This design comes from an exercise in tuning for small area, a short achievable clock period and few clock cycles per item on the open sky130 flow, not from production work.
In this exercise RTL edits were held to simulation tests only and were not proved equivalent to the original.

==> inputs of v18 <==
==> flow/design.v (excerpt) <==
module mmm_nlp_modexp #(
   parameter int DW = 256,
   parameter int EW = 256
) (
   input  logic          i_clk,
   input  logic          i_rst,
   input  logic          i_valid,
   output logic          o_ready,
   input  logic [DW-1:0] i_m,
   input  logic [EW-1:0] i_e,
   input  logic [DW-1:0] i_n,
   input  logic [DW-1:0] i_r2,
   output logic          o_valid,
   input  logic          i_ready,
   output logic [DW-1:0] o_res,
   output logic          o_err
);
==> flow/config.mk <==
export PLATFORM = sky130hd
export DESIGN_NAME = mmm_nlp_modexp
export DESIGN_NICKNAME = mmm_nlp_modexp
export VERILOG_FILES = /design/flow/design.v
export SDC_FILE = /design/flow/constraint.sdc
export NUM_CORES = 4
export LEC_CHECK = 0
export ABC_CLOCK_PERIOD_IN_PS = 4000
export CAP_MARGIN = 30
export CORE_MARGIN = 2
export CORE_UTILIZATION = 30
export PLACE_DENSITY = 0.42
export SETUP_SLACK_MARGIN = 5
export SLEW_MARGIN = 40
==> flow/constraint.sdc <==
create_clock -name core_clock -period 11.0 [get_ports {i_clk}]
set_input_delay 2.2000 -clock core_clock [delete_from_list [all_inputs] [get_ports {i_clk}]]
set_output_delay 2.2000 -clock core_clock [all_outputs]
set_load 0.01 [all_outputs]
standard.sh (not shown) runs the stock make flow with config.mk's settings and CLKGATE_MAP_FILE= SYNTH_SCRIPT=/design/flow/synth_recipe.tcl, a recipe that flattens the netlist after the stock synthesis.
==> flow/flow/run.sh <==
#!/bin/bash
# Layout flow: the standard layout (standard.sh), with two changes.
# 1. Synthesis: Yosys's `synth` runs with -noabc, so its generic ABC pass does not
# rewrite the design's carry-save adders before extract_fa maps them to full-adder
# cells (after that pass, most adders come out with inverted outputs and an
# inverter between them).  Everything else is the standard script, and the
# flip-flops are renamed to the names the standard synthesis gives them (matched by
# the net each drives), so the layout's registers pair with it by name.
# 2. The final DEF: see fix_def.py (written stubs where a via's pad only overlaps a
# wire of its net).
# Each tool's output goes to a log file of its own in this folder.
set -euo pipefail
W=$(pwd)
B=results/$FLOW_PLATFORM/mmm_nlp_modexp/base

# The standard synthesis, for the register names.
bash standard.sh WORK_HOME="$W/ref" synth > ref_synth.log 2>&1

sed 's/yosys synth -nofsm -noshare/yosys synth -nofsm -noshare -noabc/' \
   synth_recipe.tcl > noabc_synth.tcl
grep -q -- '-noabc' noabc_synth.tcl
bash standard.sh SYNTH_SCRIPT="$W/noabc_synth.tcl" synth > synth.log 2>&1

python3 flow/rename_ffs.py "ref/$B/1_2_yosys.v" "orfs/$B/1_2_yosys.v" > rename.log 2>&1
touch "orfs/$B/1_2_yosys.v"

bash standard.sh > layout.log 2>&1
test -s out/final.def

# Where a via's pad overlaps a wire of its net that does not pass through the via's
# point, join the two by a written stub inside the metal already there.
python3 flow/fix_def.py "$FLOW_HOME/platforms/$FLOW_PLATFORM/lef/sky130_fd_sc_hd.tlef" \
   out/final.def out/final_fixed.def > fix_def.log 2>&1
mv out/final_fixed.def out/final.def
Other scripts of this flow, unchanged in this note and not shown: flow/flow/fix_def.py, flow/flow/rename_ffs.py
==> inputs of v36, as changes to v18 <==
--- a/flow/design.v
+++ b/flow/design.v
@@ -12,18 +12,18 @@
    input  logic [DW-1:0] i_r2,
    output logic          o_valid,
    input  logic          i_ready,
    output logic [DW-1:0] o_res,
    output logic          o_err
 );
-   localparam int K     = 12;
-   localparam int D     = 24;
-   localparam int YW    = 281;
-   localparam int SW    = 294;
+   localparam int K     = 8;
+   localparam int D     = 35;
+   localparam int YW    = 273;
+   localparam int SW    = 282;
    localparam int CW    = 6;
-   localparam int JX    = 128;
+   localparam int JX    = 96;
    localparam logic [3:0] ST_IDLE = 4'd0, ST_INV = 4'd1, ST_NT = 4'd2, ST_NTC = 4'd3,
                           ST_SCAN = 4'd4, ST_PROD = 4'd5, ST_CPA = 4'd6, ST_NRA = 4'd7,
                           ST_NRB = 4'd8, ST_NRC = 4'd9, ST_NRD = 4'd10, ST_DONE = 4'd11,
                           ST_PREP = 4'd12;
    localparam logic [2:0] OP_CV1 = 3'd0, OP_CV2 = 3'd1, OP_CV3 = 3'd2, OP_PRE1 = 3'd3,
                           OP_PRE2 = 3'd4, OP_SQR = 3'd5, OP_MUL = 3'd6, OP_FIN = 3'd7;
@@ -78,16 +78,12 @@
    logic [SW-1:0]  pp2;
    logic [SW-1:0]  pp3;
    logic [SW-1:0]  pp4;
    logic [SW-1:0]  pp5;
    logic [SW-1:0]  pp6;
    logic [SW-1:0]  pp7;
-   logic [SW-1:0]  pp8;
-   logic [SW-1:0]  pp9;
-   logic [SW-1:0]  pp10;
-   logic [SW-1:0]  pp11;
    logic [SW-1:0]  t1;
    logic [SW-1:0]  t2;
    logic [SW-1:0]  t3;
    logic [SW-1:0]  t4;
    logic [SW-1:0]  t5;
    logic [SW-1:0]  t6;
@@ -98,56 +94,36 @@
    logic [SW-1:0]  t11;
    logic [SW-1:0]  t12;
    logic [SW-1:0]  t13;
    logic [SW-1:0]  t14;
    logic [SW-1:0]  t15;
    logic [SW-1:0]  t16;
-   logic [SW-1:0]  t17;
-   logic [SW-1:0]  t18;
-   logic [SW-1:0]  t19;
-   logic [SW-1:0]  t20;
-   logic [SW-1:0]  t21;
-   logic [SW-1:0]  t22;
-   logic [SW-1:0]  t23;
-   logic [SW-1:0]  t24;
    assign pp0 = (r_xd[0] ? (r_q[0] ? w_yn0 : w_y0) : (r_q[0] ? w_nh0 : '0)) << 0;
    assign pp1 = ((r_xd[1] ? (r_q[1] ? w_yn0 : w_y0) : (r_q[1] ? w_nh0 : '0)) << 1) | SW'(w_lo[K]);
    assign pp2 = (r_xd[2] ? (r_q[2] ? w_yn0 : w_y0) : (r_q[2] ? w_nh0 : '0)) << 2;
    assign pp3 = (r_xd[3] ? (r_q[3] ? w_yn0 : w_y0) : (r_q[3] ? w_nh0 : '0)) << 3;
    assign pp4 = (r_xd[4] ? (r_q[4] ? w_yn0 : w_y0) : (r_q[4] ? w_nh0 : '0)) << 4;
    assign pp5 = (r_xd[5] ? (r_q[5] ? w_yn0 : w_y0) : (r_q[5] ? w_nh0 : '0)) << 5;
    assign pp6 = (r_xd[6] ? (r_q[6] ? w_yn0 : w_y0) : (r_q[6] ? w_nh0 : '0)) << 6;
    assign pp7 = (r_xd[7] ? (r_q[7] ? w_yn0 : w_y0) : (r_q[7] ? w_nh0 : '0)) << 7;
-   assign pp8 = (r_xd[8] ? (r_q[8] ? w_yn0 : w_y0) : (r_q[8] ? w_nh0 : '0)) << 8;
-   assign pp9 = (r_xd[9] ? (r_q[9] ? w_yn0 : w_y0) : (r_q[9] ? w_nh0 : '0)) << 9;
-   assign pp10 = (r_xd[10] ? (r_q[10] ? w_yn0 : w_y0) : (r_q[10] ? w_nh0 : '0)) << 10;
-   assign pp11 = (r_xd[11] ? (r_q[11] ? w_yn0 : w_y0) : (r_q[11] ? w_nh0 : '0)) << 11;
    assign t1 = w_us ^ w_uc ^ pp0;
    assign t2 = {((w_us & w_uc) | (w_us & pp0) | (w_uc & pp0)), 1'b0};
    assign t3 = pp1 ^ pp2 ^ pp3;
    assign t4 = {((pp1 & pp2) | (pp1 & pp3) | (pp2 & pp3)), 1'b0};
    assign t5 = pp4 ^ pp5 ^ pp6;
    assign t6 = {((pp4 & pp5) | (pp4 & pp6) | (pp5 & pp6)), 1'b0};
-   assign t7 = pp7 ^ pp8 ^ pp9;
-   assign t8 = {((pp7 & pp8) | (pp7 & pp9) | (pp8 & pp9)), 1'b0};
-   assign t9 = t1 ^ t2 ^ t3;
-   assign t10 = {((t1 & t2) | (t1 & t3) | (t2 & t3)), 1'b0};
-   assign t11 = t4 ^ t5 ^ t6;
-   assign t12 = {((t4 & t5) | (t4 & t6) | (t5 & t6)), 1'b0};
-   assign t13 = t7 ^ t8 ^ pp10;
-   assign t14 = {((t7 & t8) | (t7 & pp10) | (t8 & pp10)), 1'b0};
-   assign t15 = t9 ^ t10 ^ t11;
-   assign t16 = {((t9 & t10) | (t9 & t11) | (t10 & t11)), 1'b0};
-   assign t17 = t12 ^ t13 ^ t14;
-   assign t18 = {((t12 & t13) | (t12 & t14) | (t13 & t14)), 1'b0};
-   assign t19 = t15 ^ t16 ^ t17;
-   assign t20 = {((t15 & t16) | (t15 & t17) | (t16 & t17)), 1'b0};
-   assign t21 = t19 ^ t20 ^ t18;
-   assign t22 = {((t19 & t20) | (t19 & t18) | (t20 & t18)), 1'b0};
-   assign t23 = t21 ^ t22 ^ pp11;
-   assign t24 = {((t21 & t22) | (t21 & pp11) | (t22 & pp11)), 1'b0};
+   assign t7 = t1 ^ t2 ^ t3;
+   assign t8 = {((t1 & t2) | (t1 & t3) | (t2 & t3)), 1'b0};
+   assign t9 = t4 ^ t5 ^ t6;
+   assign t10 = {((t4 & t5) | (t4 & t6) | (t5 & t6)), 1'b0};
+   assign t11 = t7 ^ t8 ^ t9;
+   assign t12 = {((t7 & t8) | (t7 & t9) | (t8 & t9)), 1'b0};
+   assign t13 = t11 ^ t12 ^ t10;
+   assign t14 = {((t11 & t12) | (t11 & t10) | (t12 & t10)), 1'b0};
+   assign t15 = t13 ^ t14 ^ pp7;
+   assign t16 = {((t13 & t14) | (t13 & pp7) | (t14 & pp7)), 1'b0};
    logic [2*K-1:0] w_lo2;
    logic [K-1:0]   w_qn;
    assign w_lo2 = w_sg[2*K-1:0] + w_cg[2*K-1:0];
    assign w_qn  = w_lo2[2*K-1:K] + r_xy;
    logic [YW:0]   w_sum;
    logic [YW-1:0] w_res;
@@ -186,51 +162,31 @@
    logic [K-1:0] mr5;
    assign mr5 = w_ma[5] ? (w_mb << 5) : '0;
    logic [K-1:0] mr6;
    assign mr6 = w_ma[6] ? (w_mb << 6) : '0;
    logic [K-1:0] mr7;
    assign mr7 = w_ma[7] ? (w_mb << 7) : '0;
-   logic [K-1:0] mr8;
-   assign mr8 = w_ma[8] ? (w_mb << 8) : '0;
-   logic [K-1:0] mr9;
-   assign mr9 = w_ma[9] ? (w_mb << 9) : '0;
-   logic [K-1:0] mr10;
-   assign mr10 = w_ma[10] ? (w_mb << 10) : '0;
-   logic [K-1:0] mr11;
-   assign mr11 = w_ma[11] ? (w_mb << 11) : '0;
    logic [K-1:0] ms1, mc1;
    assign ms1 = mr0 ^ mr1 ^ mr2;
    assign mc1 = {((mr0 & mr1) | (mr0 & mr2) | (mr1 & mr2)), 1'b0};
    logic [K-1:0] ms2, mc2;
    assign ms2 = mr3 ^ mr4 ^ mr5;
    assign mc2 = {((mr3 & mr4) | (mr3 & mr5) | (mr4 & mr5)), 1'b0};
    logic [K-1:0] ms3, mc3;
-   assign ms3 = mr6 ^ mr7 ^ mr8;
-   assign mc3 = {((mr6 & mr7) | (mr6 & mr8) | (mr7 & mr8)), 1'b0};
+   assign ms3 = ms1 ^ mc1 ^ ms2;
+   assign mc3 = {((ms1 & mc1) | (ms1 & ms2) | (mc1 & ms2)), 1'b0};
    logic [K-1:0] ms4, mc4;
-   assign ms4 = mr9 ^ mr10 ^ mr11;
-   assign mc4 = {((mr9 & mr10) | (mr9 & mr11) | (mr10 & mr11)), 1'b0};
+   assign ms4 = mc2 ^ mr6 ^ mr7;
+   assign mc4 = {((mc2 & mr6) | (mc2 & mr7) | (mr6 & mr7)), 1'b0};
    logic [K-1:0] ms5, mc5;
-   assign ms5 = ms1 ^ mc1 ^ ms2;
-   assign mc5 = {((ms1 & mc1) | (ms1 & ms2) | (mc1 & ms2)), 1'b0};
+   assign ms5 = ms3 ^ mc3 ^ ms4;
+   assign mc5 = {((ms3 & mc3) | (ms3 & ms4) | (mc3 & ms4)), 1'b0};
    logic [K-1:0] ms6, mc6;
-   assign ms6 = mc2 ^ ms3 ^ mc3;
-   assign mc6 = {((mc2 & ms3) | (mc2 & mc3) | (ms3 & mc3)), 1'b0};
-   logic [K-1:0] ms7, mc7;
-   assign ms7 = ms5 ^ mc5 ^ ms6;
-   assign mc7 = {((ms5 & mc5) | (ms5 & ms6) | (mc5 & ms6)), 1'b0};
-   logic [K-1:0] ms8, mc8;
-   assign ms8 = mc6 ^ ms4 ^ mc4;
-   assign mc8 = {((mc6 & ms4) | (mc6 & mc4) | (ms4 & mc4)), 1'b0};
-   logic [K-1:0] ms9, mc9;
-   assign ms9 = ms7 ^ mc7 ^ ms8;
-   assign mc9 = {((ms7 & mc7) | (ms7 & ms8) | (mc7 & ms8)), 1'b0};
-   logic [K-1:0] ms10, mc10;
-   assign ms10 = ms9 ^ mc9 ^ mc8;
-   assign mc10 = {((ms9 & mc9) | (ms9 & mc8) | (mc9 & mc8)), 1'b0};
-   assign w_mp = ms10 + mc10;
+   assign ms6 = ms5 ^ mc5 ^ mc4;
+   assign mc6 = {((ms5 & mc5) | (ms5 & mc4) | (mc5 & mc4)), 1'b0};
+   assign w_mp = ms6 + mc6;
    logic         r_fcpa;        
    logic         r_kmaq, r_kmbq;
    logic [K-1:0] r_kma, r_kmb;
    assign w_ma = !r_fcpa ? r_xdn : (r_kmaq ? r_q : r_kma);
    assign w_mb = !r_fcpa ? r_ylo : (r_kmbq ? r_q : r_kmb);
    logic           w_topw, w_keep, w_dpt;
@@ -250,14 +206,14 @@
       w_de    = w_topw ? r_e << 1 : r_e;
       w_dbits = w_topw ? r_bits - 9'd1 : r_bits;
       w_dwin3 = w_de[EW-1] && w_dbits >= 9'd2 && w_de[EW-2];
    end
    always_ff @(posedge i_clk) begin
       logic [K-1:0] v_xd, v_ylo;
-      r_s   <= t23;
-      r_c   <= t24;
+      r_s   <= t15;
+      r_c   <= t16;
       r_q   <= w_qn;
       r_xd  <= r_xdn;
       r_xdn <= w_xnext;
       r_cnt <= r_nxt;
       r_nxt <= r_nxt + CW'(1);
       r_kmaq  <= !(r_op == OP_CV1 || w_keep);
CORE_UTILIZATION = 40   (was 30)
PLACE_DENSITY = 0.55   (was 0.42)
SLEW_MARGIN = 20   (was 40)
==> summary.txt <==
| metric | v18 | v36 |
|---|---|---|
| Outcome | finished clean | finished clean |
| Fraction of layout cells with a size suffix above 1 | 0.182 | 0.157 |
| HP Start | r_np[5] | r_np[11] |
| Number of tap instances | 13200 | 8064 |
| Sink of the worst hold path | r_np[4] | r_np[10] |
| Quantity of gates resized following cts | 257 | 55 |
| GR Layer Usage met1 | 0.484 | 0.609 |
| Site Rows | 366 | 286 |
| Worst slew margin | 0.225 | 0.0468 |
| Worst R2R Setup Slack | 4.77 ns | 4.75 ns |
| Maximum achievable frequency | 160 MHz | 160 MHz |
| Critical path destination | r_m[268] | r_s[223] |
| Initial Util | 0.301 | 0.401 |
Testbench counts of v18, summed over its fixed seeds: cycles 216,652, items 24.
Testbench counts of v36, summed over its fixed seeds: cycles 306,914, items 24.

[afterwards: timing with drivers on the ports]
No port has a modelled driver above. Below, the same layouts with a new extraction and two added sets of constraints.
Step 1 sets driving cells, clkbuf_16 on the clock port and buf_2 on the other inputs (assumed; they add their load-dependent delay and slew).
Step 2 also shifts input and output timing later by t, the mid clock arrival at the registers, as if the neighbouring blocks saw the same clock.
a / b / c = ideal / step 1 / step 2; a / b = the first two.
| run | t (ns) | slack for setup (ns) | hold slack, ns | worst setup path at the end | worst data-port slew with drivers (ns) |
|---|---|---|---|---|---|
| v18 | 1.252 | 4.767 / 4.767 / 4.767 | 0.358 / 0.358 / 0.358 | register to register | 0.63 |
| v36 | 1.223 | 4.747 / 4.747 / 4.693 | 0.442 / 0.442 / 0.442 | input to register | 0.28 |
After both steps every run listed still meets setup and hold. The setup slack of v36, which loses most, moves by 0.000 ns with the drivers and by -0.054 ns with both steps.
